What follows belongs to an exercise in optimizing a design on an open flow for small area and a short achievable clock period; a production flow would make more cautious choices.
In this exercise RTL edits were held to simulation tests only and were not proved equivalent to the original.
The clock input has no modelled driver; a real chip could not lean on it and would need a root buffer or a full tree.
No activity file was given, so power comes from the tool's default toggle rates.

Design mem_responder, start of the top module:
module mem_responder #(
  parameter int WORDS = 64,
  parameter int WAIT  = 2
) (
  input  logic        clk,
  input  logic        reset,
  input  logic        req,
  input  logic        we,
  input  logic [31:0] adr,
  input  logic [31:0] wd,
  input  logic [3:0]  be,
  output logic [31:0] rd,
  output logic        ready,
  output logic        err
);
==> flow/config.mk <==
export PLATFORM = sky130hd
export DESIGN_NAME = mem_responder
export DESIGN_NICKNAME = mem_responder
export VERILOG_FILES = /design/flow/design.v
export SDC_FILE = /design/flow/constraint.sdc
export NUM_CORES = 4
export LEC_CHECK = 0
export CAP_MARGIN = 20
export CORE_MARGIN = 2
export CORE_UTILIZATION = 40
export SETUP_SLACK_MARGIN = 3.35
export SLEW_MARGIN = 20
export SYNTH_HIERARCHICAL = 1
export SYNTH_MINIMUM_KEEP_SIZE = 0
==> flow/constraint.sdc <==
create_clock -name core_clock -period 5.5 [get_ports {clk}]
set_input_delay 1.1000 -clock core_clock [delete_from_list [all_inputs] [get_ports {clk}]]
set_output_delay 1.1000 -clock core_clock [all_outputs]
set_load 0.01 [all_outputs]
standard.sh (not shown) runs the stock make flow with config.mk's settings and CLKGATE_MAP_FILE= SYNTH_SCRIPT=/design/flow/synth_recipe.tcl, a recipe that flattens the netlist after the stock synthesis.
==> flow/flow/run.sh <==
#!/bin/bash
# The standard layout (standard.sh) with the CTS step replaced and two ORFS settings changed:
#  - port buffers are buf_2 cells (buffer_ports picks a slow delay cell by default);
#  - timing repair may resize a cell to any footprint (sky130hd sets MATCH_CELL_FOOTPRINT=1);
#  - the clock tree is built by flow/cts.tcl (two buffer levels, see flow/clock_tree.tcl)
#    between ORFS's place and route steps.
# Each tool's output goes to its own log here; each ORFS step also keeps its log under orfs/logs.
set -euo pipefail
VARS=(MATCH_CELL_FOOTPRINT=0 "BUFFER_PORTS_ARGS=-buffer_cell sky130_fd_sc_hd__buf_2")
bash standard.sh "${VARS[@]}" place > flow_place.log 2>&1
CTS_SETUP_MARGIN=3.35 openroad -no_init -threads "${NUM_CORES:-4}" -exit flow/cts.tcl > flow_cts.log 2>&1
bash standard.sh "${VARS[@]}" finish > flow_finish.log 2>&1
==> flow/flow/cts.tcl <==
# Replaces ORFS's CTS step: reads the placed design, builds the clock tree (clock_tree.tcl),
# legalizes, repairs setup and hold as ORFS's cts.tcl does, and writes the files ORFS's next
# step reads.
set res orfs/results/sky130hd/mem_responder/base
set plat $::env(FLOW_HOME)/platforms/sky130hd
read_liberty $plat/lib/sky130_fd_sc_hd__tt_025C_1v80.lib
read_db $res/3_place.odb
read_sdc $res/3_place.sdc
source $plat/setRC.tcl
set_dont_use {sky130_fd_sc_hd__probe_p_8 sky130_fd_sc_hd__probec_p_8 sky130_fd_sc_hd__lpflow_*}

source flow/clock_tree.tcl
set_propagated_clock [all_clocks]
detailed_placement
estimate_parasitics -placement
report_clock_latency
report_clock_skew

repair_timing -setup_margin $::env(CTS_SETUP_MARGIN) -hold_margin 0 -repair_tns 100 -verbose
detailed_placement
check_placement -verbose
estimate_parasitics -placement
report_clock_latency
report_checks -format end -group_path_count 5
report_design_area

write_db $res/4_1_cts.odb
write_sdc -no_timestamp $res/4_cts.sdc
Other scripts of this flow, unchanged in this note and not shown: flow/flow/clock_tree.tcl
==> next run, changes <==
--- a/flow/flow/run.sh
+++ b/flow/flow/run.sh
@@ -3 +3 @@
-#  - port buffers are buf_2 cells (buffer_ports picks a slow delay cell by default);
+#  - port buffers are buf_4 cells (buffer_ports picks a slow delay cell by default);
@@ -9 +9 @@
-VARS=(MATCH_CELL_FOOTPRINT=0 "BUFFER_PORTS_ARGS=-buffer_cell sky130_fd_sc_hd__buf_2")
+VARS=(MATCH_CELL_FOOTPRINT=0 "BUFFER_PORTS_ARGS=-buffer_cell sky130_fd_sc_hd__buf_4")
@@ -11 +11 @@
-CTS_SETUP_MARGIN=3.35 openroad -no_init -threads "${NUM_CORES:-4}" -exit flow/cts.tcl > flow_cts.log 2>&1
+CTS_SETUP_MARGIN=3.5 openroad -no_init -threads "${NUM_CORES:-4}" -exit flow/cts.tcl > flow_cts.log 2>&1
Settings changed: SETUP_SLACK_MARGIN 3.35 to 3.5.
Die area does not change; clock skew is lower by 0.041 ns; routed wire length went up by 1.9%.
==> next run, changes <==
--- a/flow/flow/run.sh
+++ b/flow/flow/run.sh
@@ -11 +11 @@
-CTS_SETUP_MARGIN=3.5 openroad -no_init -threads "${NUM_CORES:-4}" -exit flow/cts.tcl > flow_cts.log 2>&1
+CTS_SETUP_MARGIN=3.4 openroad -no_init -threads "${NUM_CORES:-4}" -exit flow/cts.tcl > flow_cts.log 2>&1
Settings changed: SETUP_SLACK_MARGIN 3.5 to 3.4.
Outcome: Global-route usage goes down by 1.2 points. First-iteration DRC count came out lower by about a fifth. Register-to-register slack loses 0.04 ns. Core utilization fell by 0.50 points. Clock power came out higher by a few percent. Routed wire length is lower by a few percent. Flip-flop and latch count stays the same. Combinational power fell slightly. Sequential share of layout area rose by 0.62 points. Power rose slightly. Die area is unchanged.
==> next run, changes <==
Settings changed: CORE_UTILIZATION 40 to 36.
Result:
- The new run passed the timing, DRC and antenna checks
- via count came out higher by 2.8%
- power stays flat
- area after synthesis is unchanged
No run of this note takes its clock network from TritonCTS; it comes from the design's own scripts or RTL.

==> re-timing with driven ports <==
No port has a modelled driver above. Below, the same layouts with a new extraction and two added sets of constraints. Step 1: set_driving_cell puts a clkbuf_16 on clk and a buf_2 on each other input, an assumption about the parent block. Step 2 adds t to the input delays and takes it off the output delays; t is the mean of the earliest and latest rising clock arrival at the registers after step 1. Input paths then give back, and output paths get back, about the clock's delay inside the block. Slacks: no drivers / after step 1 / after step 2; pairs: no drivers / after step 1.
run | shift t [ns] | slack for setup (ns) | slew at the worst register clock pin (ns)
the first run | 0.732 | 3.271 / 3.188 / 2.780 | 0.12 / 0.12
the second run | 0.717 | 3.378 / 3.217 / 2.850 | 0.12 / 0.12
the third run | 0.736 | 3.339 / 3.185 / 2.705 | 0.12 / 0.12
the fourth run | 0.740 | 3.300 / 3.108 / 2.893 | 0.12 / 0.12
After both steps every run listed still meets setup and hold. For the third run, which loses most, drivers alone change the setup slack by -0.154 ns; drivers and shift together by -0.634 ns.
